This is an optimization exercise on Yosys and OpenROAD, whose aim is small area, not a production implementation. In this exercise RTL edits were held to simulation tests only and were not proved equivalent to the original. No activity file was given, so power comes from the tool's default toggle rates. The clock port is modelled as an ideal driver; clocking choices that lean on that would not hold on a real chip.

**design/flow/design.v**
```verilog
package qdma_h2c_pkg;
   localparam int DATA_W          = 512;
   localparam int KEEP_W          = DATA_W / 8;
   localparam int MAX_PKT_LEN_DEF = 9600;
   typedef enum logic [1:0] {
      FIRST,
      PASS,
      DROP
   } h2c_state_t;
   typedef struct packed {
      logic [DATA_W-1:0] tdata;
      logic [5:0]        mty;
      logic              tlast;
      logic              err;
   } axis_pkt_beat_t;
   function automatic logic [KEEP_W-1:0] mty_to_keep(input logic [5:0] mty);
      mty_to_keep = {KEEP_W{1'b1}} >> mty;
   endfunction
endpackage
module axis_skid_buf #(
   parameter int W = 1
) (
   input  logic  clk_i,
   input  logic  rst_i,
   input  logic  in_valid_i,
   output logic  in_ready_o,
   input  logic [W-1:0] in_data_i,
   output logic  out_valid_o,
   input  logic  out_ready_i,
   output logic [W-1:0] out_data_o,
   output logic  skid_valid_o,
   output logic  out_load_o
);
   logic  out_valid_q, skid_valid_q;
   logic [W-1:0] out_data_q, skid_data_q, skid_data_d;
   logic  push, out_load;
   assign in_ready_o   = ~skid_valid_q;
   assign push         = in_valid_i & ~skid_valid_q;
   assign out_load     = ~out_valid_q | out_ready_i;
   assign out_valid_o  = out_valid_q;
   assign out_data_o   = out_data_q;
   assign skid_valid_o = skid_valid_q;
   assign out_load_o   = out_load;
   assign skid_data_d = skid_valid_q ? skid_data_q : in_data_i;
   always_ff @(posedge clk_i or posedge rst_i) begin
      if (rst_i) begin
         out_valid_q  <= 1'b0;
         skid_valid_q <= 1'b0;
      end else begin
         if (out_load) begin
            out_valid_q  <= skid_valid_q | push;
            skid_valid_q <= 1'b0;
         end else if (push) begin
            skid_valid_q <= 1'b1;
         end
      end
   end
   always_ff @(posedge clk_i) begin
      skid_data_q <= skid_data_d;
      if (out_load) out_data_q <= skid_data_d;
   end
endmodule
import qdma_h2c_pkg::*;
module qdma_h2c_adapter #(
   parameter int MAX_PKT_LEN = MAX_PKT_LEN_DEF,
   parameter int CNT_W       = 16
) (
   input  logic              axi_aclk,
   input  logic              axi_areset,
   input  logic              s_axis_h2c_tvalid,
   output logic              s_axis_h2c_tready,
   input  logic [DATA_W-1:0] s_axis_h2c_tdata,
   input  logic              s_axis_h2c_tlast,
   input  logic [10:0]       s_axis_h2c_tuser_qid,
   input  logic [5:0]        s_axis_h2c_tuser_mty,
   input  logic [31:0]       s_axis_h2c_tuser_mdata,
   output logic              m_axis_tvalid,
   input  logic              m_axis_tready,
   output logic [DATA_W-1:0] m_axis_tdata,
   output logic [KEEP_W-1:0] m_axis_tkeep,
   output logic              m_axis_tlast,
   output logic [15:0]       m_axis_tuser_size,
   output logic [15:0]       m_axis_tuser_src,
   output logic              m_axis_tuser_err,
   output logic [CNT_W-1:0]  stat_pkt_cnt,
   output logic [CNT_W-1:0]  stat_drop_cnt,
   output logic [CNT_W-1:0]  stat_err_cnt
);
   localparam logic [15:0] MAX_LEN = 16'(MAX_PKT_LEN);
   qdma_h2c_pkg::h2c_state_t state_q;
   qdma_h2c_pkg::h2c_state_t state_d;
   logic [15:0]    size_q;
   logic [10:0]    qid_q;
   logic [7:0]     nb_q;
   logic           qerr_q;
   logic [15:0]    osize_q;
   logic [10:0]    oqid_q;
   logic [CNT_W-1:0] pkt_cnt_q, drop_cnt_q, err_cnt_q;
   logic           buf_ready, acc, first, bad, fwd, err;
   logic           skid_valid, out_load;
   logic [15:0]    size_in, cur_size;
   logic [10:0]    cur_qid;
   logic [7:0]     nb;
   logic [14:0]    bytes;
   logic           qerr_nx;
   logic [15:0]    unused_mdata;
   qdma_h2c_pkg::axis_pkt_beat_t in_beat;
   qdma_h2c_pkg::axis_pkt_beat_t out_beat;
   assign unused_mdata = s_axis_h2c_tuser_mdata[31:16];
   assign size_in      = s_axis_h2c_tuser_mdata[15:0];
   assign first        = (state_q == FIRST);
   assign acc          = s_axis_h2c_tvalid & s_axis_h2c_tready;
   assign bad          = (size_in == 16'd0) || (size_in > MAX_LEN);
   assign cur_size     = first ? size_in : size_q;
   assign cur_qid      = first ? s_axis_h2c_tuser_qid : qid_q;
   assign nb      = first ? 8'd0 : nb_q;
   assign bytes   = {1'b0, nb, 6'd0} + 15'(7'(KEEP_W) - {1'b0, s_axis_h2c_tuser_mty});
   assign qerr_nx = ~first & (qerr_q | (s_axis_h2c_tuser_qid != qid_q));
   assign err     = ({1'b0, bytes} != cur_size) | qerr_nx;
   assign fwd     = acc & ((state_q == PASS) | (first & ~bad));
   always_comb begin
      in_beat       = '0;
      in_beat.tdata = s_axis_h2c_tdata;
      in_beat.mty   = s_axis_h2c_tlast ? s_axis_h2c_tuser_mty : 6'd0;
      in_beat.tlast = s_axis_h2c_tlast;
      in_beat.err   = s_axis_h2c_tlast & err;
   end
   always_comb begin
      state_d           = state_q;
      s_axis_h2c_tready = 1'b0;
      if (!axi_areset) s_axis_h2c_tready = (state_q == DROP) ? 1'b1 : buf_ready;
      unique case (state_q)
         FIRST:   if (acc && !s_axis_h2c_tlast) state_d = bad ? DROP : PASS;
         PASS:    if (acc && s_axis_h2c_tlast) state_d = FIRST;
         DROP:    if (acc && s_axis_h2c_tlast) state_d = FIRST;
         default: state_d = FIRST;
      endcase
   end
   always_ff @(posedge axi_aclk or posedge axi_areset) begin
      if (axi_areset) begin
         state_q    <= FIRST;
         pkt_cnt_q  <= '0;
         drop_cnt_q <= '0;
         err_cnt_q  <= '0;
      end else begin
         state_q <= state_d;
         if (acc && first && bad && !(&drop_cnt_q)) drop_cnt_q <= drop_cnt_q + 1'b1;
         if (fwd && s_axis_h2c_tlast && !(&pkt_cnt_q)) pkt_cnt_q <= pkt_cnt_q + 1'b1;
         if (fwd && s_axis_h2c_tlast && err && !(&err_cnt_q)) err_cnt_q <= err_cnt_q + 1'b1;
      end
   end
   always_ff @(posedge axi_aclk) begin
      if (fwd) begin
         size_q <= cur_size;
         qid_q  <= cur_qid;
         nb_q   <= first ? 8'd1 : (nb_q + {7'd0, ~(&nb_q)});
         qerr_q <= qerr_nx;
      end
      if (out_load) begin
         osize_q <= (skid_valid | ~first) ? size_q : size_in;
         oqid_q  <= (skid_valid | ~first) ? qid_q : s_axis_h2c_tuser_qid;
      end
   end
   axis_skid_buf #(
      .W($bits(in_beat))
   ) u_skid (
      .clk_i       (axi_aclk),
      .rst_i       (axi_areset),
      .in_valid_i  (fwd),
      .in_ready_o  (buf_ready),
      .in_data_i   (in_beat),
      .out_valid_o (m_axis_tvalid),
      .out_ready_i (m_axis_tready),
      .out_data_o  (out_beat),
      .skid_valid_o(skid_valid),
      .out_load_o  (out_load)
   );
   assign m_axis_tdata      = out_beat.tdata;
   assign m_axis_tkeep      = {KEEP_W{1'b1}} >> out_beat.mty;
   assign m_axis_tlast      = out_beat.tlast;
   assign m_axis_tuser_size = osize_q;
   assign m_axis_tuser_src  = {5'b0, oqid_q};
   assign m_axis_tuser_err  = out_beat.err;
   assign stat_pkt_cnt      = pkt_cnt_q;
   assign stat_drop_cnt     = drop_cnt_q;
   assign stat_err_cnt      = err_cnt_q;
endmodule
```
**design/flow/run.sh**
```bash
#!/bin/bash
# synth_recipe.tcl (not shown) runs the flow's synth.tcl, then flattens the netlist and writes it again
# the make line also repeats each setting of config.mk as NAME=value (left out here)
make -C /OpenROAD-flow-scripts/flow DESIGN_CONFIG=/design/flow/config.mk WORK_HOME=/design/flow/orfs CLKGATE_MAP_FILE= SYNTH_SCRIPT=/design/flow/synth_recipe.tcl finish
```
**design/flow/config.mk**
```make
export PLATFORM = sky130hd
export DESIGN_NAME = qdma_h2c_adapter
export DESIGN_NICKNAME = qdma_h2c_adapter
export VERILOG_FILES = /design/flow/design.v
export SDC_FILE = /design/flow/constraint.sdc
export NUM_CORES = 4
export LEC_CHECK = 0
export CAP_MARGIN = 20
export CORE_AREA = 2 2 698 138
export DIE_AREA = 0 0 700 140
export SLEW_MARGIN = 20
```
**design/flow/constraint.sdc**
```tcl
create_clock -name core_clock -period 5.0 [get_ports {axi_aclk}]
set_input_delay 1.0000 -clock core_clock [delete_from_list [all_inputs] [get_ports {axi_aclk}]]
set_output_delay 1.0000 -clock core_clock [all_outputs]
set_load 0.01 [all_outputs]
```
==> summary.txt, run 1 <==
CP max FO 11; CTS resizes 0; XOR/XNOR Fraction of Synth Area roughly 1.6%; vias in the first global route ~24000; R2R Path End err_cnt_q[15]; Synth area leader edfxtp_1; die area just under 100000 um^2; worst min-delay path class flip-flop to flip-flop; share of the synthesized area in the top cell type 41.4%; Die W 700 um; slowest CP cell clkdlybuf4s50_1; Core ar. slightly above 90000 um^2; cell repeated most along the worst path ha_1; Leak slightly above 20 nW; Ports ~1200; sequential area share after synthesis about 69%; Rows 49; pins over their slew limit 0; WP data arrival between 4000 and 5000 ps; CTS root buf clkbuf_16; CTS tree built; GR Overflow Total 0; vias post-DR 22900; share of layout cells above drive strength 1 20.1%; Critical Path Start s_axis_h2c_tuser_mty[0]; Mapped Cells ~2700; Routed Antenna Nets 0; Worst path top cell family by delay simple AND/OR/NAND/NOR gates; maxcap violations 0; die height 140 um; Synth cell types 57; yosys warns 2; top post-synthesis cells by area edfxtp_1 41%, dfxtp_1 25%, mux2_2 15%; Initial Util a little under half; skew final 23.4 ps; Synth Area in Simple Gates approximately 2.7%; mux contribution to synthesized area 14.8%; vias per cell between 4 and 5; Compound-Gate Fraction of Synth Area roughly 1.1%; Critical R2R Launch state_q[0]; Routed WL per cell about 24 um; Post-synth EDFFs between 500 and 600; hold path cells 1; CP Depth 16; GRT Util Overall 22.8%; Tmin final 4430 ps; Clock Pin Slew Worst Setup and Hold Paths roughly 80 ps; largest family of logic cells by synthesized area multiplexers; Final Hold Viols 0; Reg2Reg Depth 15; Util after Layout between 50% and 60%; DRC violations left 0; Area Overhead vs Synth 29.1%; Max Buffers Root-to-Sink 3; register bit total from synthesis approximately 1200; CP max stage delay roughly 460 ps; CP Buf/Inv Count 4; Setup TNS Final 0 ps; fin nets around 4000; Hold EP u_skid.skid_data_q[1]; adder-cell share of the synthesized area less than 1%; CTS Sinks about 1200; CTS hold repair buffers 0; count of input and output buffers around 1200; Crit Path Category input port to flip-flop; Worst slew margin a little over a third; RD Place Congestion between 0.9 and 1; cell with the most instances after synthesis edfxtp_1; final period utilization between 80% and 90%; worst skew pair latency 650 ps; router iterations before antenna repair 5; Avg Inst Size Synth 15.5 um^2; CTS H-Tree Depth 3; Hold Startpoint u_skid.skid_data_q[1]; CP endpoint kind flip-flop; Post-CTS Setup Inserts 0; unrepaired setup endpoints after global routing no; flop-to-flop setup slack 1230 ps; Peak Freq 0.226 GHz; P per Cell Area approximately 400 nW/um^2; crit start category input port; Post-synth top cells 583 x edfxtp_1, 548 x mux2_2, 520 x buf_4, 520 x dfxtp_1, 71 x clkbuf_1; Worst EP required around 5600 ps; cells along the critical path clkdlybuf4s50_1 > inv_1 > ha_1 > nor3b_1 > nor3b_1 > ha_1 > ha_1 > nand3_1 > nor3_1 > nand3_1 > a31oi_1 > nor4_4 > buf_4 > buf_4 > nor4_1 > xor2_1; DP HPWL ~87000 um; Detailed Route WL 115000 um; global-route wire length before repair roughly 160000 um; largest net degree at the start of global routing approximately 130; # setup viols final 0; CTS Buf Count 80; initial antenna violation count 8; Worst-Margin Slew between 900 and 1000 ps; Async SR Flop Fraction 4.50%; Iter 0 DRT Violations about 1500; Post-Syn Area between 40000 and 50000 um^2; Max IR drop VDD approximately 0.00020 V; commonest register cell after synthesis edfxtp_1; status timing/DRC/antenna clean
## power breakdown
group          switching [W]  internal (W)  total [W]
logic                0.00180       0.00204    0.00384
clock network        0.00333       0.00345    0.00678
registers           0.000332        0.0110     0.0113
total                0.00547        0.0165     0.0220
## how the worst max path moves through the flow
stage / endpoint / slack [ps]
2_1_floorplan: oqid_q[0] / -290
3_3_place_gp: err_cnt_q[15] / 160
3_5_place_dp: err_cnt_q[15] / 20
4_1_cts: err_cnt_q[15] / 690
5_1_grt: err_cnt_q[15] / 250
6_report: err_cnt_q[15] / 570
## sequential cells by signal, indices dropped and copies added (netlist names), 2 cells and up
| name | count |
|---|---|
| drop_cnt_q | 16 |
| err_cnt_q | 16 |
| nb_q | 8 |
| oqid_q | 11 |
| osize_q | 16 |
| pkt_cnt_q | 16 |
| qid_q | 11 |
| size_q | 16 |
| state_q | 2 |
| u_skid.out_data_q | 520 |
| u_skid.skid_data_q | 520 |
## layout by cell type, fill, tap and decap left out, types with 25 or more instances in the layout
master / netlist / final
xor2_1: 38 / 38
xnor2_1: 37 / 37
dfrtp_1: 52 / 51
clkbuf_1: 71 / 32
mux2_2: 548 / 548
nand2_1: 54 / 54
dfxtp_1: 520 / 520
clkdlybuf4s50_1: 0 / 1203
inv_1: 26 / 25
clkbuf_16: 0 / 85
edfxtp_1: 583 / 583
nor2_1: 45 / 45
## worst reg2reg max path, stage by stage (launching register included)
cell and delay, ps:
dfrtp_1 420, inv_1 100, ha_1 240, buf_4 440, nor2b_1 100, ha_1 330
xnor2_1 160, a32oi_1 130, a21oi_1 150, nor4bb_1 460, o2111ai_1 260, nor4_4 240
buf_4 180, buf_4 180, nor4_1 90, xor2_1 150
## area by class of cell
type	instances	area (um^2)
Antenna cell	6	15.0
Fill cell	7255	38100
Sequential cell	1155	29200
Tap cell	1275	1600
Multi-Input combinational cell	949	8750
Timing Repair Buffer	1228	12300
Clock inverter	19	164
Clock buffer	129	2410
Inverter	26	98.8
## cell families (layout without fill, tap and decap cells)
family                     Yosys count  after routing
other                                2             12
adders and majority gates           12             12
xor gates and xnor gates            76             76
AOI/OAI and AO/OA                   77             77
and+or+nand+nor                    222            222
muxes                              556            556
DFF                               1155           1155
buffers and inverters              631           1402
## layer usage
metal	global-route usage (%)	wire, um
met1	27.4	46400
met2	43.2	63000
met3	4.21	4040
met4	4.38	1920
met5	0	23
## through the flow
stage,instances,power [W],setup slack (ps),area (um^2),hold slack (ps)
after floorplan,2735,0.0136,-287,42300,423
after global placement,4633,0.0153,157,52000,434
after detailed placement,4633,0.0154,21.1,52000,445
after CTS,4781,0.0222,687,54600,464
after global routing,4786,0.0228,254,54600,487
final,4787,0.0220,568,54600,469
==> inputs of run 2 (changes only) <==
--- a/design/flow/config.mk
+++ b/design/flow/config.mk
@@ -6,6 +6,6 @@
 export NUM_CORES = 4
 export LEC_CHECK = 0
 export CAP_MARGIN = 20
-export CORE_AREA = 2 2 698 138
-export DIE_AREA = 0 0 700 140
+export CORE_AREA = 2 2 598 168
+export DIE_AREA = 0 0 600 170
 export SLEW_MARGIN = 20
==> run 2 against run 1 <==
Effect of this change:
- power up 3.4%
- highest routed layer unchanged
- synthesized area is the same
- still clean on timing, DRC and antenna
- largest cell class unchanged
- non-clock buffer count is 12 higher
==> summary.txt, run 2 <==
status timing/DRC/antenna clean; skew final 20.3 ps (-3.15 ps); fin nets 4038 (+0.52%); GR Overflow Total 0 (unchanged); Worst EP required 5520 ps (-40 ps); CTS Sinks 1155 (unchanged); final hold slack 460 ps (-8.69 ps); Worst-Margin Slew 1050 ps (+82.5 ps); Tot Pwr 0.0227 W (+3.4%); router iterations before antenna repair 5 (unchanged); Critical R2R Launch state_q[0]; Post-synth EDFFs 583 (unchanged); die height 170 um (+21%); Detailed Route WL 134000 um (+16%); DP HPWL 104000 um (+19%); CTS resizes 0 (unchanged); Iter 0 DRT Violations 1966 (+34%); worst setup margin 686 ps (+118 ps); CTS hold repair buffers 0 (unchanged); P per Cell Area 412 nW/um^2 (+2.4%); sequential area share after synthesis 69.1% (unchanged); Inst Count DP 4703 (+1.5%); worst min-delay path class flip-flop to flip-flop; CTS tree built; Routed Antenna Nets 0 (unchanged); CP max stage delay 420 ps (-40 ps); vias per cell 4.81 (+0.69%); Synth area leader edfxtp_1; Critical Path Start s_axis_h2c_tuser_mty[1]; yosys warns 2 (unchanged); Area Overhead vs Synth 30.4%; Async SR Flop Fraction 4.50% (unchanged); Mapped Cells 2731 (unchanged); largest net degree at the start of global routing 150 (+15%); pins over their slew limit 0 (unchanged); unrepaired setup endpoints after global routing no; # setup viols final 0 (unchanged); slowest CP cell clkdlybuf4s50_1; CP max FO 7 (-4); Post-Syn Area 42300 um^2 (unchanged); RD Place Congestion 0.975 (+7.4%); most frequent cells in the layout 1203 x clkdlybuf4s50_1, 583 x edfxtp_1, 548 x mux2_2; cell with the most instances after synthesis edfxtp_1; R2R Path End err_cnt_q[1]; share of layout cells above drive strength 1 20.9% (+0.82 points); vias in the first global route 22500 (-5.5%); Worst slew margin 29.9% (-5.5 points); flop-to-flop setup slack 1310 ps (+80 ps); hold path cells 1 (unchanged); share of the synthesized area in the top cell type 41.4% (unchanged); worst skew pair latency 650 ps (about the same); Hold Startpoint u_skid.skid_data_q[1]; top flop regs u_skid.out_data_q (520), u_skid.skid_data_q (520); Clock Pin Slew Worst Setup and Hold Paths 80 ps (about the same); commonest non-fill, non-tap cell in the layout clkdlybuf4s50_1; top post-synthesis cells by area edfxtp_1 41%, dfxtp_1 25%, mux2_2 15%; Synth cell types 57 (unchanged); Reg2Reg Depth 16 (+1); GRT Util Overall 25.3% (+2.5 points); Max Buffers Root-to-Sink 3 (unchanged); Avg Inst Size Synth 15.5 um^2 (unchanged); final std cells w/o fill 4873 (+1.8%); Post-CTS Setup Inserts 0 (unchanged); CTS Buf Count 89 (+11%); commonest register cell after synthesis edfxtp_1; CTS H-Tree Depth 3 (unchanged); Crit Path Category input port to flip-flop; final period utilization 86.3% (-2.4 points); Routed WL per cell 27.5 um (+14%); Hold EP u_skid.skid_data_q[1]; count of input and output buffers 1203 (unchanged); Initial Util 43.5% (-2.1 points); Core ar. 97200 um^2 (+4.9%); CTS root buf clkbuf_16; Ports 1226 (unchanged); global-route wire length before repair 179000 um (+9.0%); DRC violations left 0 (unchanged); WP data arrival 4830 ps (-160 ps); crit start category input port; register bit total from synthesis 1155 (unchanged); Leak 20.7 nW (+1.2%); cells along the critical path clkdlybuf4s50_1 > inv_1 > ha_1 > nor3b_1 > nor3b_1 > buf_4 > ha_1 > ha_1 > xnor2_1 > a32oi_1 > a21oi_1 > nor4bb_1 > buf_4 > o2111ai_1 > nor4_4 > buf_4 > nor2b_1 > mux2_1; vias post-DR 23400 (+2.5%); maxcap violations 0 (unchanged); initial antenna violation count 27 (+19); Peak Freq 0.232 GHz (+2.7%); Tmin final 4310 ps (-118 ps); Max IR drop VDD 0.000288 V (+41%); Rows 60 (+22%); CP endpoint kind flip-flop; Post-synth top cells 583 x edfxtp_1, 548 x mux2_2, 520 x buf_4, 520 x dfxtp_1, 71 x clkbuf_1; die area 102000 um^2 (+4.1%); Die W 600 um (-14%); Final Hold Viols 0 (unchanged); worst setup slack after placement 95.4 ps (+74.2 ps)
## run 2: cell counts after synthesis
No cell type changed its count.
## run 2: critical path, delay by kind of cell
family	cells	cell delay (ps)
AND/OR/NAND/NOR	5	1250
AO/OA/AOI/OAI	3	470
adder cells (fa/ha/maj)	3	600
buffers and inverters	5	1060
XOR/XNOR	1	140
multiplexers	1	310
## run 2: final cells by class
type / count / area [um^2]
fill: 7815 / 42100
timing repair buffer: 1240 / 12400
clock inverter: 32 / 310
antenna: 4 / 10.0
tap: 1333 / 1670
sequential: 1155 / 29200
inverter: 26 / 100
clock buffer: 134 / 2620
multi-input combinational: 949 / 8760
## run 2: cell families after synthesis
logic type / share of synthesized area, %
XOR/XNOR: 1.61
AND/OR/NAND/NOR: 2.73
multiplexers: 14.8
other: 0.0178
adder cells (fa/ha/maj): 0.349
buffers and inverters: 10.2
AO/OA/AOI/OAI: 1.14
flip-flops: 69.1
## run 2: where the power goes
part,internal [W],switching [W],total (W)
clock,0.00392,0.00346,0.00738
combinational,0.00206,0.00189,0.00396
sequential,0.0110,0.000373,0.0114
## run 2: per-layer routing
layer,routed length (um),vias up,global-route usage (%),share of wire [%]
li1,-,10600,-,-
met1,59800,12200,35.5,45
met2,66200,538,42.2,49
met3,6010,113,4.03,4.5
met4,1900,2,4.25,1.4
met5,11,-,0,0.0082
## run 2: how the worst max path moves through the flow
| stage | to | slack [ps] |
|---|---|---|
| after detailed placement | err_cnt_q[1] | 100 |
| final | err_cnt_q[1] | 690 |
| after global placement | err_cnt_q[14] | 190 |
| after floorplan | oqid_q[0] | -290 |
| after CTS | err_cnt_q[1] | 740 |
| after global routing | err_cnt_q[1] | 420 |
## run 2: through the flow
stage / utilization, % / TNS [ps] / instance area (um^2)
2_1_floorplan: - / -157560 / 42300
3_3_place_gp: 53.7 / 0 / 52200
3_5_place_dp: 53.7 / 0 / 52200
4_1_cts: 56.7 / 0 / 55100
5_1_grt: 56.7 / 0 / 55100
6_report: 56.7 / 0 / 55100
==> inputs of run 3 (changes only) <==
--- a/design/flow/config.mk
+++ b/design/flow/config.mk
@@ -6,6 +6,6 @@
 export NUM_CORES = 4
 export LEC_CHECK = 0
 export CAP_MARGIN = 20
-export CORE_AREA = 2 2 598 168
-export DIE_AREA = 0 0 600 170
+export CORE_MARGIN = 2
+export CORE_UTILIZATION = 40
 export SLEW_MARGIN = 20
==> run 3 against run 2 <==
Effect of this change:
- synthesized cell count unchanged
- the flow now stops in 3_2_place_iop
- synthesized area unchanged
==> summary.txt, run 3 <==
Synth cell types 57 (unchanged); sequential area share after synthesis 69.1% (unchanged); yosys warns 2 (unchanged); cell with the most instances after synthesis edfxtp_1; Die W 329 um (-45%); top post-synthesis cells by area edfxtp_1 41%, dfxtp_1 25%, mux2_2 15%; status aborted with a tool error; Async SR Flop Fraction 4.50% (unchanged); share of the synthesized area in the top cell type 41.4% (unchanged); Post-Syn Area 42300 um^2 (unchanged); Initial Util 40.2% (-3.3 points); die height 329 um (+94%); Synth area leader edfxtp_1; Rows 119 (+98%); Post-synth top cells 583 x edfxtp_1, 548 x mux2_2, 520 x buf_4, 520 x dfxtp_1, 71 x clkbuf_1; stop err [ERROR PPL-0024] Number of IO pins (1226) exceeds maximum number of available positions (1188). Increase the die perimeter from 1316.38um to 1667.36um.; failing step 3_2_place_iop; commonest register cell after synthesis edfxtp_1; Post-synth EDFFs 583 (unchanged); Avg Inst Size Synth 15.5 um^2 (unchanged); register bit total from synthesis 1155 (unchanged); Mapped Cells 2731 (unchanged)
run 3: cell counts after synthesis:
No cell type changed its count.
run 3: logic make-up after synthesis:
family                     Yosys count  synth area share (%)
buffers and inverters              631                  10.2
xor gates and xnor gates            76                  1.61
and+or+nand+nor                    222                  2.73
muxes                              556                  14.8
DFF                               1155                  69.1
adders and majority gates           12                 0.349
other                                2                0.0178
AOI/OAI and AO/OA                   77                  1.14
==> inputs of run 4 (changes only) <==
==> design/flow/flow/run.sh (new file) <==
#!/bin/bash
# Standard ORFS layout, with the smallest buffer on each port instead of the default port buffer,
# and clock tree synthesis without dummy balancing loads.
set -euo pipefail
bash standard.sh BUFFER_PORTS_ARGS="-buffer_cell sky130_fd_sc_hd__buf_1" \
  CTS_ARGS="-sink_clustering_enable -repair_clock_nets -dont_use_dummy_load" finish > standard_flow.log 2>&1
==> design/flow/standard.sh (new file) <==
#!/bin/bash
# synth_recipe.tcl (not shown) runs the flow's synth.tcl, then flattens the netlist and writes it again
# the make line also repeats each setting of config.mk as NAME=value (left out here)
make -C /OpenROAD-flow-scripts/flow DESIGN_CONFIG=/design/flow/config.mk WORK_HOME=/design/flow/orfs CLKGATE_MAP_FILE= SYNTH_SCRIPT=/design/flow/synth_recipe.tcl "${@:-finish}"
--- a/design/flow/config.mk
+++ b/design/flow/config.mk
@@ -6,6 +6,6 @@
 export NUM_CORES = 4
 export LEC_CHECK = 0
 export CAP_MARGIN = 20
-export CORE_MARGIN = 2
-export CORE_UTILIZATION = 40
+export CORE_AREA = 2 2 698 138
+export DIE_AREA = 0 0 700 140
 export SLEW_MARGIN = 20
removed: design/flow/run.sh
==> run 4 against run 3 <==
Effect of this change:
- now clean on timing, DRC and antenna
- synthesized cell count did not move
- synthesized area did not move
==> summary.txt, run 4 <==
status timing/DRC/antenna clean; Worst slew margin 40.0%; Routed WL per cell 20.8 um; Rows 49 (-59%); top flop regs u_skid.out_data_q (520), u_skid.skid_data_q (520); die area between 90000 and 100000 um^2; Synth Area in Simple Gates 2.73% (unchanged); M1 wire length around 38000 um; CTS Sinks between 1000 and 1500; # setup viols final 0; Detailed Route WL slightly below 100000 um; worst skew pair latency between 600 and 700 ps; final std cells w/o fill approximately 4700; Avg Inst Size Synth 15.5 um^2 (unchanged); metal2 WL roughly 55000 um; Worst EP required about 5500 ps; FILL cells roughly 8300; most frequent cells in the layout 1203 x buf_1, 583 x edfxtp_1, 548 x mux2_2; Tmin final 4110 ps; unrepaired setup endpoints after global routing no; largest family of logic cells by synthesized area multiplexers; Initial Util 45.6% (+5.4 points); Post-synth EDFFs 583 (unchanged); Util after Layout between 50% and 60%; register bit total from synthesis 1155 (unchanged); die height 140 um (-57%); CTS H-Tree Depth 3; cell with the most instances after synthesis edfxtp_1; vias in the first global route about 22000; CTS root buf clkbuf_16; Setup TNS Final 0 ps; CTS hold repair buffers 0; commonest non-fill, non-tap cell in the layout buf_1; Max Buffers Root-to-Sink 3; Ports around 1200; CTS Buf Count 81; WL met3 about 3300 um; top post-synthesis cells by area edfxtp_1 41%, dfxtp_1 25%, mux2_2 15%; pins over their slew limit 0; Synth cell types 57 (unchanged); CP max FO 16; Inst Count DP ~4600; maxcap violations 0; Core ar. around 93000 um^2; Leak about 17 nW; mux contribution to synthesized area 14.8% (unchanged); Final Hold Viols 0; P per Cell Area 426 nW/um^2; Post-Syn Area 42300 um^2 (unchanged); GR Overflow Total 0; share of layout cells above drive strength 1 19.6%; WP data arrival 4590 ps; RD Place Congestion about 0.85; Post-CTS Setup Inserts 0; XOR/XNOR Fraction of Synth Area 1.61% (unchanged); worst setup slack after placement roughly 350 ps; Post-synth top cells 583 x edfxtp_1, 548 x mux2_2, 520 x buf_4, 520 x dfxtp_1, 71 x clkbuf_1; Area Overhead vs Synth 10.2%; CTS tree built; final period utilization 82.2%; Async SR Flop Fraction 4.50% (unchanged); vias per cell between 4 and 5; Synth area leader edfxtp_1; Die W 700 um (+110%); skew final 34.6 ps; count of input and output buffers 1203; yosys warns 2 (unchanged); Crit Path Category input port to flip-flop; Clock Pin Slew Worst Setup and Hold Paths ~80 ps; worst setup margin 892 ps; Max IR drop VDD between 0.0002 and 0.00025 V; share of the synthesized area in the top cell type 41.4% (unchanged); DP HPWL about 73000 um; Routed Antenna Nets 0; global-route wire length before repair between 100000 and 150000 um; vias post-DR roughly 22000; largest net degree at the start of global routing ~110; top sig layer met5; crit start category input port; Iter 0 DRT Violations between 1000 and 1500; Worst-Margin Slew ~900 ps; CTS resizes 0; worst min-delay path class input port to async pin; Peak Freq 0.243 GHz; Compound-Gate Fraction of Synth Area 1.14% (unchanged); adder-cell share of the synthesized area 0.349% (unchanged); initial antenna violation count 15; sequential area share after synthesis 69.1% (unchanged); commonest register cell after synthesis edfxtp_1; DRC violations left 0; Mapped Cells 2731 (unchanged); CP endpoint kind flip-flop; router iterations before antenna repair 5; final hold slack approximately 400 ps; fin nets between 4000 and 5000; GRT Util Overall 19.3%
run 4: cell counts after synthesis:
Identical to the previous run, type by type.
run 4: through the flow:
step	cell area [um^2]	total power [W]
floorplan	42300	0.0136
global placement	44500	0.0141
detailed placement	44500	0.0142
CTS	46600	0.0201
global route	46600	0.0207
finish	46600	0.0198
run 4: worst paths after layout:
path | startpoint | cells past startpoint | end | slack, ps
worst max-delay path | s_axis_h2c_tuser_mty[0] | 16 | err_cnt_q[1] | 890
worst min-delay path | axi_areset | 2 | pkt_cnt_q[9] | 400
worst max register to register | state_q[0] | 14 | err_cnt_q[1] | 1350
worst min register to register | u_skid.skid_data_q[1] | 1 | u_skid.skid_data_q[1] | 460
max in group asynchronous | axi_areset | 3 | drop_cnt_q[10] | 3800
min in group core_clock | u_skid.skid_data_q[1] | 1 | u_skid.skid_data_q[1] | 460
run 4: cell type report:
class | instances | area, um^2 | area share, %
well taps | 1275 | 1600 | 3.42
multi-input cells | 949 | 8750 | 18.8
diodes | 15 | 37.5 | 0.0806
repair buffers | 1231 | 4860 | 10.4
clock buffers | 81 | 2030 | 4.35
inverters | 26 | 97.6 | 0.209
flip-flops and latches | 1155 | 29200 | 62.7
run 4: routing by layer:
metal	up-vias	GRT usage, %
met5	-	0
met4	2	5.89
met3	156	3.75
met2	316	36.4
met1	11200	22.2
li1	10500	-
run 4: where the power goes:
group	internal [W]	switching, W
combinational	0.000939	0.00165
sequential	0.0110	0.000312
clock	0.00287	0.00305
run 4: kinds of logic (layout without fill, tap and decap cells):
group                      count (synthesis)  after routing
and+or+nand+nor                          222            222
xor gates and xnor gates                  76             76
AOI/OAI and AO/OA                         77             77
muxes                                    556            556
adders and majority gates                 12             12
DFF                                     1155           1155
other                                      2             21
buffers and inverters                    631           1338
run 4: critical path, stage by stage:
cell       delay (ps)
buf_1             100
inv_1             100
ha_1              180
nor3b_1           280
nor3b_1           370
ha_1              260
ha_1              270
xnor2_1           140
a32oi_1           130
a21oi_1           160
nor4bb_1          420
o2111ai_1         230
nor4_4            240
buf_4             260
nor2b_1           100
mux2_1            320
==> inputs of run 5 (changes only) <==
==> design/flow/flow/run.sh (replaced) <==
#!/bin/bash
# Standard ORFS layout, with the smallest buffer on each port instead of the default port buffer.
set -euo pipefail
bash standard.sh BUFFER_PORTS_ARGS="-buffer_cell sky130_fd_sc_hd__buf_1" finish > standard_flow.log 2>&1
--- a/design/flow/config.mk
+++ b/design/flow/config.mk
@@ -7,5 +7,7 @@
 export LEC_CHECK = 0
 export CAP_MARGIN = 20
 export CORE_AREA = 2 2 698 138
+export CTS_BUF_LIST = sky130_fd_sc_hd__clkbuf_2 sky130_fd_sc_hd__clkbuf_4
+export CTS_CLUSTER_SIZE = 12
 export DIE_AREA = 0 0 700 140
 export SLEW_MARGIN = 20
==> run 5 against run 4 <==
Effect of this change:
- sequential share of layout area shrank 1.2 points
- combinational power about the same
- setup slack lost 8.8 ps
- routed wire length rose by 3.3%
- synthesized cell count unchanged
- core utilization rose by 0.95 points
- worst hold slack worse by 230 ps
- still clean on timing, DRC and antenna
- sequential power is essentially flat
- critical path depth is 12 lower
- clock power grew 16%
- via count grew 4.6%
- highest routed layer unchanged
- count of clock-buffer cells in the layout grew 256
==> summary.txt, run 5 <==
adder-cell share of the synthesized area 0.349% (unchanged); Mapped Cells 2731 (unchanged); CTS Sinks 1155 (unchanged); mux contribution to synthesized area 14.8% (unchanged); Inst Count DP 4636 (unchanged); worst min-delay path class input port to flip-flop; cell with the most instances after synthesis edfxtp_1; DRC violations left 0 (unchanged); GR Overflow Total 0 (unchanged); RD Place Congestion 0.854 (unchanged); global-route wire length before repair 146000 um (+3.9%); Clock Pin Slew Worst Setup and Hold Paths 90 ps (about the same); pins over their slew limit 0 (unchanged); router iterations before antenna repair 5 (unchanged); Worst EP required 4000 ps (-1480 ps); largest family of logic cells by synthesized area multiplexers; Routed WL per cell 20.1 um (-3.1%); Iter 0 DRT Violations 1286 (-8.6%); Post-Syn Area 42300 um^2 (unchanged); vias post-DR 23100 (+4.6%); top flop regs u_skid.out_data_q (520), u_skid.skid_data_q (520); final period utilization 82.3% (+0.18 points); P per Cell Area 438 nW/um^2 (+3.0%); Synth Area in Simple Gates 2.73% (unchanged); WP data arrival 3120 ps (-1470 ps); count of input and output buffers 1203 (unchanged); share of layout cells above drive strength 1 25.0% (+5.5 points); Worst slew margin 39.1% (-0.89 points); Routed Antenna Nets 0 (unchanged); crit start category flip-flop; skew final 126 ps (+91.6 ps); Worst-Margin Slew 913 ps (+13.3 ps); Tmin final 4120 ps (+8.83 ps); die height 140 um (unchanged); vias per cell 4.58 (-1.8%); commonest non-fill, non-tap cell in the layout buf_1; CTS tree built; Synth cell types 57 (unchanged); Post-synth EDFFs 583 (unchanged); Post-CTS Setup Inserts 0 (unchanged); CTS H-Tree Depth 4 (+1); yosys warns 2 (unchanged); Area Overhead vs Synth 12.3%; Max IR drop VDD 0.000179 V (-26%); Max Buffers Root-to-Sink 4 (+1); worst setup slack after placement 351 ps (unchanged); Ports 1226 (unchanged); flop-to-flop setup slack 1360 ps (about the same); Avg Inst Size Synth 15.5 um^2 (unchanged); CTS Buf Count 215 (+170%); maxcap violations 0 (unchanged); Final Hold Viols 0 (unchanged); GRT Util Overall 20.0% (+0.74 points); largest net degree at the start of global routing 113 (unchanged); Compound-Gate Fraction of Synth Area 1.14% (unchanged); worst skew pair latency 1080 ps (+470 ps); FILL cells 8328 (+0.63%); vias in the first global route 23100 (+5.5%); Leak 17.6 nW (+4.3%); Tot Pwr 0.0208 W (+4.9%); CTS resizes 0 (unchanged); CTS hold repair buffers 7 (+7); sequential area share after synthesis 69.1% (unchanged); final std cells w/o fill 5043 (+6.6%); CP max FO 15 (-1); most frequent cells in the layout 1203 x buf_1, 583 x edfxtp_1, 548 x mux2_2; Setup TNS Final 0 ps (unchanged); Async SR Flop Fraction 4.50% (unchanged); Core ar. 92700 um^2 (unchanged); top post-synthesis cells by area edfxtp_1 41%, dfxtp_1 25%, mux2_2 15%; Crit Path Category flip-flop to output port; worst setup margin 883 ps (-8.83 ps); Detailed Route WL 101000 um (+3.3%); final hold slack 171 ps (-231 ps); Peak Freq 0.243 GHz (-0.21%); XOR/XNOR Fraction of Synth Area 1.61% (unchanged); commonest register cell after synthesis edfxtp_1; status timing/DRC/antenna clean; initial antenna violation count 13 (-2); Initial Util 45.6% (unchanged); CTS root buf clkbuf_4; Die W 700 um (unchanged); Rows 49 (unchanged); register bit total from synthesis 1155 (unchanged); CP endpoint kind output port; Post-synth top cells 583 x edfxtp_1, 548 x mux2_2, 520 x buf_4, 520 x dfxtp_1, 71 x clkbuf_1; share of the synthesized area in the top cell type 41.4% (unchanged); DP HPWL 73000 um (unchanged); fin nets 4163 (+3.5%); die area 98000 um^2 (unchanged); unrepaired setup endpoints after global routing no; Synth area leader edfxtp_1; # setup viols final 0 (unchanged)
[run 5: cell types whose count changed in the layout (fill, tap and decap cells not counted), moves of 6 or more]
cell,change
clkbuf_4,+337
clkbuf_16,-81
clkinv_1,+42
dlygate4sd3_1,+8
diode_2,-6
[run 5: kinds of logic (layout without fill, tap and decap cells)]
| logic type | count (synthesis) | in the layout |
|---|---|---|
| AOI/OAI and AO/OA | 77 | 77 |
| xor gates and xnor gates | 76 | 76 |
| adders and majority gates | 12 | 12 |
| buffers and inverters | 631 | 1655 |
| DFF | 1155 | 1155 |
| muxes | 556 | 556 |
| other | 2 | 15 |
| and+or+nand+nor | 222 | 222 |
[run 5: worst paths after layout]
kind                                               from                     end  cells after the start
worst max-delay path               u_skid.out_data_q[3]        m_axis_tkeep[27]                      4
worst min-delay path               s_axis_h2c_tdata[35]  u_skid.skid_data_q[43]                      2
worst max register to register               state_q[0]            err_cnt_q[1]                     14
worst min register to register  u_skid.skid_data_q[123]  u_skid.out_data_q[123]                      1
max in group asynchronous                    axi_areset           drop_cnt_q[7]                      4
min in group asynchronous                    axi_areset           pkt_cnt_q[15]                      3
[run 5: report_power, final]
| part | switching [W] | total (W) | internal [W] | leakage [nW] |
|---|---|---|---|---|
| Clock | 0.00362 | 0.00689 | 0.00327 | 1.69 |
| Sequential | 0.000313 | 0.0113 | 0.0110 | 11.2 |
| Combinational | 0.00166 | 0.00260 | 0.000943 | 4.75 |
| Total | 0.00559 | 0.0208 | 0.0152 | 17.6 |
[run 5: metrics by stage]
step           util (%)  instance area (um^2)
3_3_place_gp       48.0                 44500
4_1_cts            51.2                 47400
5_1_grt            51.2                 47500
6_report           51.2                 47500
3_5_place_dp       48.0                 44500
2_1_floorplan         -                 42300
[run 5: layout make-up]
class                      instances  area, um^2  area share, %
antenna                            9        22.5         0.0474
inverter                          26        97.6          0.206
tap                             1275        1600           3.36
clock inverter                    53         317          0.667
clock buffer                     337        2530           5.33
multi-input combinational        949        8750           18.4
timing repair buffer            1239        4940           10.4
sequential                      1155       29200           61.5
[run 5: worst max-delay path: stages (launching register included)]
cell	delay, ps
edfxtp_1	600
or2_2	440
and2_1	270
o31ai_1	610
buf_1	220
[run 5: routing by layer]
layer	track usage (%)	share of wire, %	wire length, um	vias to the layer above
li1	-	-	-	11000
met1	23.3	39	40100	11600
met2	36.9	54	55200	437
met3	4.99	4.0	4040	167
met4	5.76	2.1	2140	2
met5	0	0.0079	8	-
==> inputs of run 6 (changes only) <==
--- a/design/flow/config.mk
+++ b/design/flow/config.mk
@@ -7,7 +7,5 @@
 export LEC_CHECK = 0
 export CAP_MARGIN = 20
 export CORE_AREA = 2 2 698 138
-export CTS_BUF_LIST = sky130_fd_sc_hd__clkbuf_2 sky130_fd_sc_hd__clkbuf_4
-export CTS_CLUSTER_SIZE = 12
 export DIE_AREA = 0 0 700 140
 export SLEW_MARGIN = 20
==> run 6 against run 5 <==
Effect of this change:
- still clean
- setup slack better by 51 ps
- synthesized cell count unchanged
- clock power up 4.2%
- sequential cell count did not move
- critical endpoint is now err_cnt_q[1]
==> summary.txt, run 6 <==
status timing/DRC/antenna clean; CTS tree built; Tmin final 4070 ps (-51.3 ps); Setup TNS Final 0 ps (unchanged); crit path capture err_cnt_q[1]; Core ar. 92700 um^2 (unchanged); CTS resizes 0 (unchanged); fin nets 4021 (-3.4%); GRT Util Overall 19.4% (-0.63 points); die area 98000 um^2 (unchanged); Worst slew margin 40.7% (+1.6 points); Initial Util 45.6% (unchanged); top post-synthesis cells by area edfxtp_1 41%, dfxtp_1 25%, mux2_2 15%; initial antenna violation count 14 (+1); flop-to-flop setup slack 1360 ps (about the same); Reg2Reg Depth 14 (unchanged); count of input and output buffers 1203 (unchanged); P per Cell Area 445 nW/um^2 (+1.6%); skew final 14.5 ps (-112 ps); final hold slack 373 ps (+202 ps); CP Buf/Inv Count 3 (+2); multi-input logic area 8750 um^2 (unchanged); share of layout cells above drive strength 1 20.4% (-4.6 points); vias per cell 4.64 (+1.2%); # setup viols final 0 (unchanged); Final Hold Viols 0 (unchanged); Critical Path Start s_axis_h2c_tuser_mty[0]; Crit Path Category input port to flip-flop; most frequent cells in the layout 1203 x buf_1, 583 x edfxtp_1, 548 x mux2_2; Rows 49 (unchanged); Synth cell types 57 (unchanged); Clock Pin Slew Worst Setup and Hold Paths 80 ps (about the same); Post-Syn Area 42300 um^2 (unchanged); pins over their slew limit 0 (unchanged); CTS H-Tree Depth 3 (-1); yosys warns 2 (unchanged); Tot Pwr 0.0211 W (+1.4%); CTS Buf Count 81 (-62%); final period utilization 81.3% (-1.0 points); Max IR drop VDD 0.000224 V (+25%); Post-synth top cells 583 x edfxtp_1, 548 x mux2_2, 520 x buf_4, 520 x dfxtp_1, 71 x clkbuf_1; commonest non-fill, non-tap cell in the layout buf_1; global-route wire length before repair 141000 um (-3.3%); Post-CTS Setup Inserts 0 (unchanged); vias in the first global route 22100 (-4.6%); CTS hold repair buffers 0 (-7); Synth area leader edfxtp_1; router iterations before antenna repair 5 (unchanged); Peak Freq 0.246 GHz (+1.3%); worst min-delay path class input port to async pin; share of the synthesized area in the top cell type 41.4% (unchanged); GR Overflow Total 0 (unchanged); Ports 1226 (unchanged); register bit total from synthesis 1155 (unchanged); Iter 0 DRT Violations 1346 (+4.7%); vias post-DR 22300 (-3.6%); Worst-Margin Slew 889 ps (-23.9 ps); Area Overhead vs Synth 12.1%; Worst EP required 5510 ps (+1510 ps); Cell Area, Placed 44500 um^2 (unchanged); die height 140 um (unchanged); Async SR Flop Fraction 4.50% (unchanged); WP data arrival 4580 ps (+1460 ps); Routed Antenna Nets 0 (unchanged); CP endpoint kind flip-flop; Mapped Cells 2731 (unchanged); Seq. cell area 29200 um^2 (unchanged); unrepaired setup endpoints after global routing no; largest net degree at the start of global routing 113 (unchanged); RD Place Congestion 0.854 (unchanged); Critical R2R Launch state_q[0]; maxcap violations 0 (unchanged); CP Depth 16 (+12); R2R Path End err_cnt_q[1]; CP max stage delay 410 ps (-200 ps); Post-synth EDFFs 583 (unchanged); Die W 700 um (unchanged); DP HPWL 73000 um (unchanged); top flop regs u_skid.out_data_q (520), u_skid.skid_data_q (520); Max Buffers Root-to-Sink 3 (-1); cells along the critical path buf_1 > inv_1 > ha_1 > nor3b_1 > nor3b_1 > ha_1 > ha_1 > xnor2_1 > a32oi_1 > a21oi_1 > nor4bb_1 > o2111ai_1 > nor4_4 > buf_4 > nor2b_1 > mux2_1; cell with the most instances after synthesis edfxtp_1; cell repeated most along the worst path ha_1; Routed WL per cell 20.5 um (+2.1%); Util after Layout 51.1% (-0.10 points); CTS Sinks 1155 (unchanged); sequential area share after synthesis 69.1% (unchanged); CTS root buf clkbuf_16; FILL cells 8243 (-1.0%); Design Area, Final 47400 um^2 (-0.20%); CP max FO 16 (+1); Worst path top cell family by delay simple AND/OR/NAND/NOR gates; Detailed Route WL 98600 um (-2.8%); crit start category input port; commonest register cell after synthesis edfxtp_1; slowest CP cell nor4bb_1; Leak 17.3 nW (-2.0%); DRC violations left 0 (unchanged); worst skew pair latency 640 ps (-440 ps); Avg Inst Size Synth 15.5 um^2 (unchanged)
run 6: cell counts after synthesis:
No cell type changed its count.
run 6: report_power, final:
group / switching (W) / internal (W)
registers: 0.000313 / 0.0110
logic: 0.00166 / 0.000939
clock network: 0.00333 / 0.00384
total: 0.00530 / 0.0158
run 6: worst reg2reg max path: cells and delay by family, from the launching register on:
kind | cells | cell delay, ps
xor+xnor | 1 | 140
buf+inv | 3 | 760
compound gates | 3 | 520
simple gates | 4 | 860
fa+ha+maj | 2 | 490
mux | 1 | 320
flops | 1 | 410
run 6: cell type report:
type,count,area share [%]
Sequential cell,1155,61.7
Tap cell,1275,3.37
Antenna cell,16,0.0845
Clock buffer,116,4.88
Multi-Input combinational cell,949,18.5
Clock inverter,34,1.06
Inverter,26,0.206
Timing Repair Buffer,1231,10.3
run 6: logic make-up after synthesis:
logic type | share of synthesized area, %
muxes | 14.8
xor gates and xnor gates | 1.61
AOI/OAI and AO/OA | 1.14
other | 0.0178
and+or+nand+nor | 2.73
adders and majority gates | 0.349
buffers and inverters | 10.2
DFF | 69.1
run 6: how the worst min path moves through the flow:
stage	start	endpoint	slack, ps	cells after the start
6_report	axi_areset	pkt_cnt_q[15]	370	2
5_1_grt	axi_areset	pkt_cnt_q[0]	360	2
4_1_cts	axi_areset	pkt_cnt_q[14]	350	2
3_5_place_dp	u_skid.skid_data_q[1]	u_skid.skid_data_q[1]	440	1
3_3_place_gp	u_skid.skid_data_q[1]	u_skid.skid_data_q[1]	430	1
2_1_floorplan	u_skid.skid_data_q[0]	u_skid.skid_data_q[0]	420	2
run 6: per-layer routing:
layer | up-vias | share of wire [%] | GRT usage (%)
met5 | - | 0 | 0
met4 | 0 | 2.3 | 6.11
met3 | 140 | 3.3 | 3.62
met2 | 341 | 56 | 36.6
met1 | 11300 | 39 | 22.4
li1 | 10500 | - | -
run 6: metrics by stage:
stage	cells	worst slack, ps
after CTS	4786	1040
final	4802	934
after floorplan	2735	-287
after global routing	4796	708
after global placement	4636	444
after detailed placement	4636	351
==> inputs of run 7 (changes only) <==
--- a/design/flow/config.mk
+++ b/design/flow/config.mk
@@ -7,5 +7,6 @@
 export LEC_CHECK = 0
 export CAP_MARGIN = 20
 export CORE_AREA = 2 2 698 138
+export CTS_BUF_LIST = sky130_fd_sc_hd__clkbuf_4
 export DIE_AREA = 0 0 700 140
 export SLEW_MARGIN = 20
==> run 7 against run 6 <==
Effect of this change:
- largest power group unchanged
- synthesized area unchanged
- critical path depth down 12
- still clean on timing, DRC and antenna
- sequential power about the same
- count of clock-buffer cells in the layout up 219
==> summary.txt, run 7 <==
final period utilization 81.5% (+0.14 points); Iter 0 DRT Violations 1356 (+0.74%); CTS H-Tree Depth 4 (+1); worst min-delay path class input port to flip-flop; Mapped Cells 2731 (unchanged); pins over their slew limit 0 (unchanged); P per Cell Area 438 nW/um^2 (-1.6%); Detailed Route WL 101000 um (+2.7%); FILL cells 8316 (+0.89%); initial antenna violation count 12 (-2); Post-CTS Setup Inserts 0 (unchanged); Worst slew margin 40.8% (+0.083 points); CTS Sinks 1155 (unchanged); Post-synth top cells 583 x edfxtp_1, 548 x mux2_2, 520 x buf_4, 520 x dfxtp_1, 71 x clkbuf_1; Leak 17.6 nW (+2.0%); count of input and output buffers 1203 (unchanged); vias post-DR 23100 (+3.8%); Tmin final 4070 ps (+7.11 ps); Routed Antenna Nets 0 (unchanged); slowest CP cell edfxtp_1; Peak Freq 0.246 GHz (-0.17%); unrepaired setup endpoints after global routing no; crit start category flip-flop; Max Buffers Root-to-Sink 4 (+1); status timing/DRC/antenna clean; die area 98000 um^2 (unchanged); CTS Buf Count 215 (+170%); Area Overhead vs Synth 12.3%; CTS tree built; commonest register cell after synthesis edfxtp_1; CP max FO 15 (-1); Max IR drop VDD 0.000180 V (-20%); Post-Syn Area 42300 um^2 (unchanged); die height 140 um (unchanged); global-route wire length before repair 146000 um (+3.3%); Setup TNS Final 0 ps (unchanged); worst skew pair latency 1070 ps (+430 ps); skew final 140 ps (+126 ps); CP max stage delay 610 ps (+200 ps); crit path capture m_axis_tkeep[27]; share of the synthesized area in the top cell type 41.4% (unchanged); Rows 49 (unchanged); Reg2Reg Depth 14 (unchanged); Synth area leader edfxtp_1; Ports 1226 (unchanged); Die W 700 um (unchanged); vias per cell 4.59 (-1.2%); RD Place Congestion 0.854 (unchanged); WP data arrival 3070 ps (-1510 ps); Core ar. 92700 um^2 (unchanged); Crit Path Category flip-flop to output port; GRT Util Overall 20.0% (+0.62 points); Final Hold Viols 0 (unchanged); CP endpoint kind output port; cells along the critical path or2_2 > and2_1 > o31ai_1 > buf_1; flop-to-flop setup slack 1350 ps (about the same); top flop regs u_skid.out_data_q (520), u_skid.skid_data_q (520); maxcap violations 0 (unchanged); DP HPWL 73000 um (unchanged); Critical R2R Launch state_q[0]; Worst-Margin Slew 888 ps (-1.24 ps); Async SR Flop Fraction 4.50% (unchanged); top post-synthesis cells by area edfxtp_1 41%, dfxtp_1 25%, mux2_2 15%; final std cells w/o fill 5041 (+5.0%); Clock Pin Slew Worst Setup and Hold Paths 90 ps (about the same); DRC violations left 0 (unchanged); share of layout cells above drive strength 1 25.0% (+4.6 points); Critical Path Start u_skid.out_data_q[3]; sequential area share after synthesis 69.1% (unchanged); fin nets 4163 (+3.5%); Routed WL per cell 20.1 um (-2.1%); Design Area, Final 47500 um^2 (+0.17%); GR Overflow Total 0 (unchanged); R2R Path End err_cnt_q[1]; commonest non-fill, non-tap cell in the layout buf_1; Cell Area, Placed 44500 um^2 (unchanged); router iterations before antenna repair 5 (unchanged); Synth cell types 57 (unchanged); yosys warns 2 (unchanged); vias in the first global route 23100 (+4.7%); Worst EP required 4000 ps (-1510 ps); register bit total from synthesis 1155 (unchanged); Avg Inst Size Synth 15.5 um^2 (unchanged); Initial Util 45.6% (unchanged); most frequent cells in the layout 1203 x buf_1, 583 x edfxtp_1, 548 x mux2_2; cell with the most instances after synthesis edfxtp_1; Inst Count DP 4636 (unchanged); CTS root buf clkbuf_4; largest net degree at the start of global routing 113 (unchanged); Util after Layout 51.2% (+0.089 points); Post-synth EDFFs 583 (unchanged); # setup viols final 0 (unchanged)
[run 7: cell families (layout without fill, tap and decap cells)]
kind of cell             count (synthesis)  after routing  share of synthesized area, %
adder cells (fa/ha/maj)                 12             12                         0.349
AND/OR/NAND/NOR                        222            222                          2.73
AO/OA/AOI/OAI                           77             77                          1.14
flip-flops                            1155           1155                          69.1
XOR/XNOR                                76             76                          1.61
buffers and inverters                  631           1654                          10.2
other                                    2             14                        0.0178
multiplexers                           556            556                          14.8
[run 7: how the worst min path moves through the flow]
| stage | start | endpoint | slack, ps | cells past startpoint |
|---|---|---|---|---|
| 5_1_grt | s_axis_h2c_tdata[165] | u_skid.skid_data_q[173] | 4 | 2 |
| 6_report | s_axis_h2c_tdata[35] | u_skid.skid_data_q[43] | 180 | 2 |
| 2_1_floorplan | u_skid.skid_data_q[0] | u_skid.skid_data_q[0] | 420 | 2 |
| 4_1_cts | s_axis_h2c_tdata[106] | u_skid.skid_data_q[114] | 6 | 2 |
| 3_3_place_gp | u_skid.skid_data_q[1] | u_skid.skid_data_q[1] | 430 | 1 |
| 3_5_place_dp | u_skid.skid_data_q[1] | u_skid.skid_data_q[1] | 440 | 1 |
[run 7: power by group]
part / leakage (nW) / total [W] / internal (W) / switching, W
clock network: 1.69 / 0.00686 / 0.00325 / 0.00361
registers: 11.2 / 0.0113 / 0.0110 / 0.000313
logic: 4.75 / 0.00260 / 0.000943 / 0.00166
total: 17.6 / 0.0208 / 0.0152 / 0.00558
[run 7: per-layer routing]
metal	GRT usage [%]	routed length, um
met4	5.73	2120
met1	23.3	39900
met3	4.97	4220
met5	0	8
met2	36.9	55100
[run 7: per-stage QoR]
step | setup WS [ps] | power [W] | hold WS, ps
global route | 687 | 0.0219 | 4.45
CTS | 812 | 0.0211 | 5.80
global placement | 444 | 0.0141 | 432
detailed placement | 351 | 0.0142 | 439
floorplan | -287 | 0.0136 | 423
finish | 927 | 0.0208 | 176
[run 7: critical path, delay by kind of cell, from the launching register on]
kind                   cells  cell delay (ps)
and+or+nand+nor            2              710
buffers and inverters      1              220
AOI/OAI and AO/OA          1              580
DFF                        1              610
[run 7: final cells by class]
class | count | area, um^2 | area share [%]
clock buffers | 335 | 2510 | 5.30
clock inverters | 54 | 322 | 0.677
multi-input cells | 949 | 8750 | 18.4
repair buffers | 1239 | 4940 | 10.4
inverters | 26 | 97.6 | 0.206
flip-flops and latches | 1155 | 29200 | 61.6
diodes | 8 | 20.0 | 0.0422
well taps | 1275 | 1600 | 3.36
[run 7: repair_timing]
item / 4_1_cts / 5_1_grt
endpoints found under the hold margin: 24 / 1
hold buffers: 7 / 1
gates resized for setup: 0 / 0
==> inputs of run 8 (changes only) <==
==> design/flow/flow/run.sh (replaced) <==
#!/bin/bash
# Standard ORFS layout, with the smallest buffer on each port instead of the default port buffer,
# and clock tree synthesis with larger sink clusters and without dummy balancing loads.
set -euo pipefail
bash standard.sh BUFFER_PORTS_ARGS="-buffer_cell sky130_fd_sc_hd__buf_1" \
  CTS_ARGS="-sink_clustering_enable -repair_clock_nets -dont_use_dummy_load -sink_clustering_size 30 -sink_clustering_max_diameter 80" finish > standard_flow.log 2>&1
--- a/design/flow/config.mk
+++ b/design/flow/config.mk
@@ -7,6 +7,5 @@
 export LEC_CHECK = 0
 export CAP_MARGIN = 20
 export CORE_AREA = 2 2 698 138
-export CTS_BUF_LIST = sky130_fd_sc_hd__clkbuf_4
 export DIE_AREA = 0 0 700 140
 export SLEW_MARGIN = 20
==> run 8 against run 7 <==
Effect of this change:
- core utilization fell by 2.0 points
- critical path type is now input port to flip-flop
- critical path depth grew 11
- first-iteration DRC count decreased by 1.5%
- clock power fell by 36%
- highest routed layer is now met4
- still clean on timing, DRC and antenna
==> summary.txt, run 8 <==
die area 98000 um^2 (unchanged); vias in the first global route 21600 (-6.7%); largest net degree at the start of global routing 113 (unchanged); Clock Pin Slew Worst Setup and Hold Paths 120 ps (+30 ps); cell with the most instances after synthesis edfxtp_1; top post-synthesis cells by area edfxtp_1 41%, dfxtp_1 25%, mux2_2 15%; Reg2Reg Depth 14 (unchanged); Leak 16.4 nW (-6.7%); Max Buffers Root-to-Sink 3 (-1); Rows 49 (unchanged); GRT Util Overall 19.0% (-1.0 points); Post-CTS Setup Inserts 0 (unchanged); Async SR Flop Fraction 4.50% (unchanged); Area Overhead vs Synth 7.98%; Max IR drop VDD 0.000250 V (+39%); share of the synthesized area in the top cell type 41.4% (unchanged); Mapped Cells 2731 (unchanged); Die W 700 um (unchanged); Post-synth EDFFs 583 (unchanged); DP HPWL 73000 um (unchanged); WP data arrival 4590 ps (+1520 ps); worst min-delay path class input port to async pin; Critical R2R Launch state_q[0]; Initial Util 45.6% (unchanged); Routed Antenna Nets 0 (unchanged); Util after Layout 49.2% (-2.0 points); Most Crowded Layer GR met2; Peak Freq 0.244 GHz (-0.52%); router iterations before antenna repair 7 (+2); Routed WL per cell 20.7 um (+3.1%); Worst EP required 5500 ps (+1500 ps); final period utilization 81.9% (+0.43 points); Iter 0 DRT Violations 1335 (-1.5%); GR Util met1 22.1% (-1.2 points); register bit total from synthesis 1155 (unchanged); # setup viols final 0 (unchanged); Detailed Route WL 97100 um (-4.1%); status timing/DRC/antenna clean; Final Hold Viols 0 (unchanged); GR Overflow Total 0 (unchanged); P per Cell Area 401 nW/um^2 (-8.5%); met3 usage 2.94% (-2.0 points); pins over their slew limit 0 (unchanged); maxcap violations 0 (unchanged); Tmin final 4090 ps (+21.4 ps); CTS Buf Count 44 (-80%); vias post-DR 22000 (-4.9%); flop-to-flop setup slack 1380 ps (+30 ps); CP endpoint kind flip-flop; M2 GR Usage 37.3% (+0.40 points); RD Place Congestion 0.854 (unchanged); CTS H-Tree Depth 2 (-2); top flop regs u_skid.out_data_q (520), u_skid.skid_data_q (520); Avg Inst Size Synth 15.5 um^2 (unchanged); Inst Count DP 4636 (unchanged); commonest register cell after synthesis edfxtp_1; yosys warns 2 (unchanged); final std cells w/o fill 4687 (-7.0%); share of layout cells above drive strength 1 18.7% (-6.3 points); Post-Syn Area 42300 um^2 (unchanged); DRC violations left 0 (unchanged); Post-synth top cells 583 x edfxtp_1, 548 x mux2_2, 520 x buf_4, 520 x dfxtp_1, 71 x clkbuf_1; Worst slew margin 40.2% (-0.61 points); Synth cell types 57 (unchanged); Seq. cell area 29200 um^2 (unchanged); FILL cells 8354 (+0.46%); skew final 47.0 ps (-93.3 ps); initial antenna violation count 9 (-3); global-route wire length before repair 139000 um (-4.5%); Core ar. 92700 um^2 (unchanged); CTS root buf clkbuf_16; multi-input logic area 8750 um^2 (unchanged); sequential area share after synthesis 69.1% (unchanged); CTS tree built; R2R Path End err_cnt_q[1]; Ports 1226 (unchanged); Critical Path Start s_axis_h2c_tuser_mty[0]; count of input and output buffers 1203 (unchanged); die height 140 um (unchanged); Worst-Margin Slew 897 ps (+9.13 ps); most frequent cells in the layout 1203 x buf_1, 583 x edfxtp_1, 548 x mux2_2; CP max FO 16 (+1); worst skew pair latency 630 ps (-440 ps); vias per cell 4.69 (+2.3%); commonest non-fill, non-tap cell in the layout buf_1; crit start category input port; CTS Sinks 1155 (unchanged); Crit Path Category input port to flip-flop; Synth area leader edfxtp_1; CTS hold repair buffers 0 (-7); fin nets 3984 (-4.3%); unrepaired setup endpoints after global routing no; CTS resizes 0 (unchanged)
## run 8: logic make-up (layout without fill, tap and decap cells)
group	after synthesis	in the layout	share of synthesized area [%]
flip-flops	1155	1155	69.1
buffers and inverters	631	1301	10.2
multiplexers	556	556	14.8
AND/OR/NAND/NOR	222	222	2.73
AO/OA/AOI/OAI	77	77	1.14
XOR/XNOR	76	76	1.61
adder cells (fa/ha/maj)	12	12	0.349
other	2	13	0.0178
## run 8: metal layers
| metal | vias up | part of all wire, % |
|---|---|---|
| met3 | 121 | 2.7 |
| li1 | 10400 | - |
| met5 | - | 0 |
| met4 | 0 | 1.8 |
| met2 | 249 | 57 |
| met1 | 11300 | 39 |
## run 8: how the worst max path moves through the flow
stage,endpoint,cells past startpoint
finish,err_cnt_q[14],15
floorplan,oqid_q[0],1
global placement,err_cnt_q[1],16
global route,err_cnt_q[14],15
detailed placement,err_cnt_q[1],16
CTS,err_cnt_q[1],16
## run 8: area by class of cell
cell class	count	share of cell area, %
Sequential cell	1155	64.0
Multi-Input combinational cell	949	19.2
Timing Repair Buffer	1231	10.7
Antenna cell	7	0.0384
Inverter	26	0.214
Clock buffer	44	2.41
Tap cell	1275	3.49
## run 8: per-stage QoR
step / area [um^2] / setup slack (ps) / TNS [ps] / hold WS, ps / power (W)
after global placement: 44500 / 444 / 0 / 432 / 0.0141
after global routing: 45600 / 697 / 0 / 364 / 0.0191
after detailed placement: 44500 / 351 / 0 / 439 / 0.0142
after floorplan: 42300 / -287 / -157560 / 423 / 0.0136
after CTS: 45600 / 1040 / 0 / 359 / 0.0185
final: 45600 / 906 / 0 / 389 / 0.0183
## run 8: report_power, final
part,internal (W),leakage [nW],switching [W]
clock network,0.00160,0.542,0.00277
registers,0.0110,11.2,0.000312
logic,0.000939,4.72,0.00165
total,0.0135,16.4,0.00474
## run 8: critical path: stages
cell	delay (ps)
buf_1	100
inv_1	100
ha_1	180
nor3b_1	280
nor3b_1	370
ha_1	270
ha_1	190
nand3_1	210
nor3_1	480
nand3_1	130
a31oi_1	310
nor4_4	80
buf_4	200
nor4_1	320
mux2_1	350
==> inputs of run 9 (changes only) <==
--- a/design/flow/config.mk
+++ b/design/flow/config.mk
@@ -5,7 +5,7 @@
 export SDC_FILE = /design/flow/constraint.sdc
 export NUM_CORES = 4
 export LEC_CHECK = 0
-export CAP_MARGIN = 20
+export CAP_MARGIN = 0
 export CORE_AREA = 2 2 698 138
 export DIE_AREA = 0 0 700 140
-export SLEW_MARGIN = 20
+export SLEW_MARGIN = 0
==> run 9 against run 8 <==
Effect of this change:
- register-to-register slack hardly changed
- sequential power barely moved
- count of clock-buffer cells in the layout stayed put
- first-iteration DRC count unchanged
- die area unchanged
- clock power is essentially flat
- worst hold slack did not move
- critical path type unchanged
- largest power group unchanged
- highest routed layer unchanged
==> summary.txt, run 9 <==
yosys warns 2 (unchanged); pins over their slew limit 0 (unchanged); final hold slack 389 ps (unchanged); GRT Util Overall 19.0% (unchanged); share of layout cells above drive strength 1 18.7% (unchanged); WP data arrival 4590 ps (about the same); CTS H-Tree Depth 2 (unchanged); Initial Util 45.6% (unchanged); vias in the first global route 21600 (unchanged); share of the synthesized area in the top cell type 41.4% (unchanged); Worst-Margin Slew 897 ps (unchanged); Mapped Cells 2731 (unchanged); status timing/DRC/antenna clean; Core ar. 92700 um^2 (unchanged); CP endpoint kind flip-flop; Avg Inst Size Synth 15.5 um^2 (unchanged); commonest non-fill, non-tap cell in the layout buf_1; Inst Count DP 4636 (unchanged); register bit total from synthesis 1155 (unchanged); skew final 47.0 ps (unchanged); count of input and output buffers 1203 (unchanged); DRC violations left 0 (unchanged); global-route wire length before repair 139000 um (unchanged); Design Area, Final 45600 um^2 (unchanged); Post-synth EDFFs 583 (unchanged); CTS Buf Count 44 (unchanged); Worst slew margin 40.2% (unchanged); Peak Freq 0.244 GHz (unchanged); Max IR drop VDD 0.000250 V (unchanged); Util after Layout 49.2% (unchanged); Routed WL per cell 20.7 um (unchanged); cells along the critical path buf_1 > inv_1 > ha_1 > nor3b_1 > nor3b_1 > ha_1 > ha_1 > nand3_1 > nor3_1 > nand3_1 > a31oi_1 > nor4_4 > buf_4 > nor4_1 > mux2_1; Synth cell types 57 (unchanged); Rows 49 (unchanged); sequential area share after synthesis 69.1% (unchanged); crit start category input port; Clock Pin Slew Worst Setup and Hold Paths 120 ps (about the same); Detailed Route WL 97100 um (unchanged); unrepaired setup endpoints after global routing no; fin nets 3984 (unchanged); cell repeated most along the worst path ha_1; Crit Path Category input port to flip-flop; CTS root buf clkbuf_16; FILL cells 8354 (unchanged); final period utilization 81.9% (unchanged); RD Place Congestion 0.854 (unchanged); initial antenna violation count 9 (unchanged); Worst EP required 5500 ps (about the same); CP max FO 16 (unchanged); Post-Syn Area 42300 um^2 (unchanged); Area Overhead vs Synth 7.98% (unchanged); Post-synth top cells 583 x edfxtp_1, 548 x mux2_2, 520 x buf_4, 520 x dfxtp_1, 71 x clkbuf_1; CP max stage delay 480 ps (about the same); CTS hold repair buffers 0 (unchanged); P per Cell Area 401 nW/um^2 (unchanged); largest net degree at the start of global routing 113 (unchanged); Routed Antenna Nets 0 (unchanged); Leak 16.4 nW (unchanged); commonest register cell after synthesis edfxtp_1; Final Hold Viols 0 (unchanged); Tmin final 4090 ps (unchanged); router iterations before antenna repair 7 (unchanged); worst skew pair latency 630 ps (about the same); vias per cell 4.69 (unchanged); top post-synthesis cells by area edfxtp_1 41%, dfxtp_1 25%, mux2_2 15%; # setup viols final 0 (unchanged); worst min-delay path class input port to async pin; slowest CP cell nor3_1; most frequent cells in the layout 1203 x buf_1, 583 x edfxtp_1, 548 x mux2_2; final std cells w/o fill 4687 (unchanged); Synth area leader edfxtp_1; Async SR Flop Fraction 4.50% (unchanged); vias post-DR 22000 (unchanged); Iter 0 DRT Violations 1335 (unchanged); cell with the most instances after synthesis edfxtp_1; Reg2Reg Depth 14 (unchanged); Die W 700 um (unchanged); Cell Area, Placed 44500 um^2 (unchanged); DP HPWL 73000 um (unchanged); Max Buffers Root-to-Sink 3 (unchanged); die area 98000 um^2 (unchanged); GR Overflow Total 0 (unchanged); CTS resizes 0 (unchanged); CTS tree built; Ports 1226 (unchanged); CTS Sinks 1155 (unchanged); Post-CTS Setup Inserts 0 (unchanged); die height 140 um (unchanged); top flop regs u_skid.out_data_q (520), u_skid.skid_data_q (520); maxcap violations 0 (unchanged)
run 9: cell counts in the layout (fill, tap and decap cells not counted):
Identical to the previous run, type by type.
run 9: kinds of logic after synthesis:
kind of cell / synth area share (%)
compound gates: 1.14
flops: 69.1
other cells: 0.0178
simple gates: 2.73
mux: 14.8
fa+ha+maj: 0.349
buf+inv: 10.2
xor+xnor: 1.61
run 9: routing by layer:
| layer | GRT usage [%] | share of wire (%) |
|---|---|---|
| met1 | 22.1 | 39 |
| met2 | 37.3 | 57 |
| met3 | 2.94 | 2.7 |
| met4 | 3.68 | 1.8 |
| met5 | 0 | 0 |
run 9: path summary, 6_finish.rpt:
check / startpoint / end / slack [ps]
min in group core_clock: u_skid.skid_data_q[1] / u_skid.skid_data_q[1] / 470
setup / recovery: s_axis_h2c_tuser_mty[0] / err_cnt_q[14] / 910
hold / removal: axi_areset / pkt_cnt_q[9] / 390
max in group asynchronous: axi_areset / err_cnt_q[15] / 3820
setup reg to reg: state_q[0] / err_cnt_q[1] / 1380
hold reg to reg: u_skid.skid_data_q[1] / u_skid.skid_data_q[1] / 470
run 9: where the power goes:
group          total (W)  switching (W)  internal (W)
Clock            0.00437        0.00277       0.00160
Sequential        0.0113       0.000312        0.0110
Combinational    0.00259        0.00165      0.000939
Total             0.0183        0.00474        0.0135
run 9: layout make-up:
type / instances / area (um^2) / area share [%]
Clock buffer: 44 / 1100 / 2.41
Antenna cell: 7 / 17.5 / 0.0384
Inverter: 26 / 97.6 / 0.214
Timing Repair Buffer: 1231 / 4860 / 10.7
Multi-Input combinational cell: 949 / 8750 / 19.2
Sequential cell: 1155 / 29200 / 64.0
Tap cell: 1275 / 1600 / 3.49
run 9: worst max-delay path, delay by kind of cell:
family	cells	cell delay, ps
and+or+nand+nor	7	1870
AOI/OAI and AO/OA	1	310
adders and majority gates	3	640
buffers and inverters	3	400
muxes	1	350
run 9: metrics by stage:
step / worst slack, ps / power (W) / setup TNS (ps)
floorplan: -287 / 0.0136 / -157560
global placement: 444 / 0.0141 / 0
detailed placement: 351 / 0.0142 / 0
CTS: 1040 / 0.0185 / 0
global route: 697 / 0.0191 / 0
finish: 906 / 0.0183 / 0

Check on run 9: ideal ports give 0.906 ns setup slack; a clkbuf_16 on the clock port and buf_2 on the inputs give 0.929 ns; moving port delays by the midpoint clock arrival (0.687 ns) as well gives 0.242 ns.
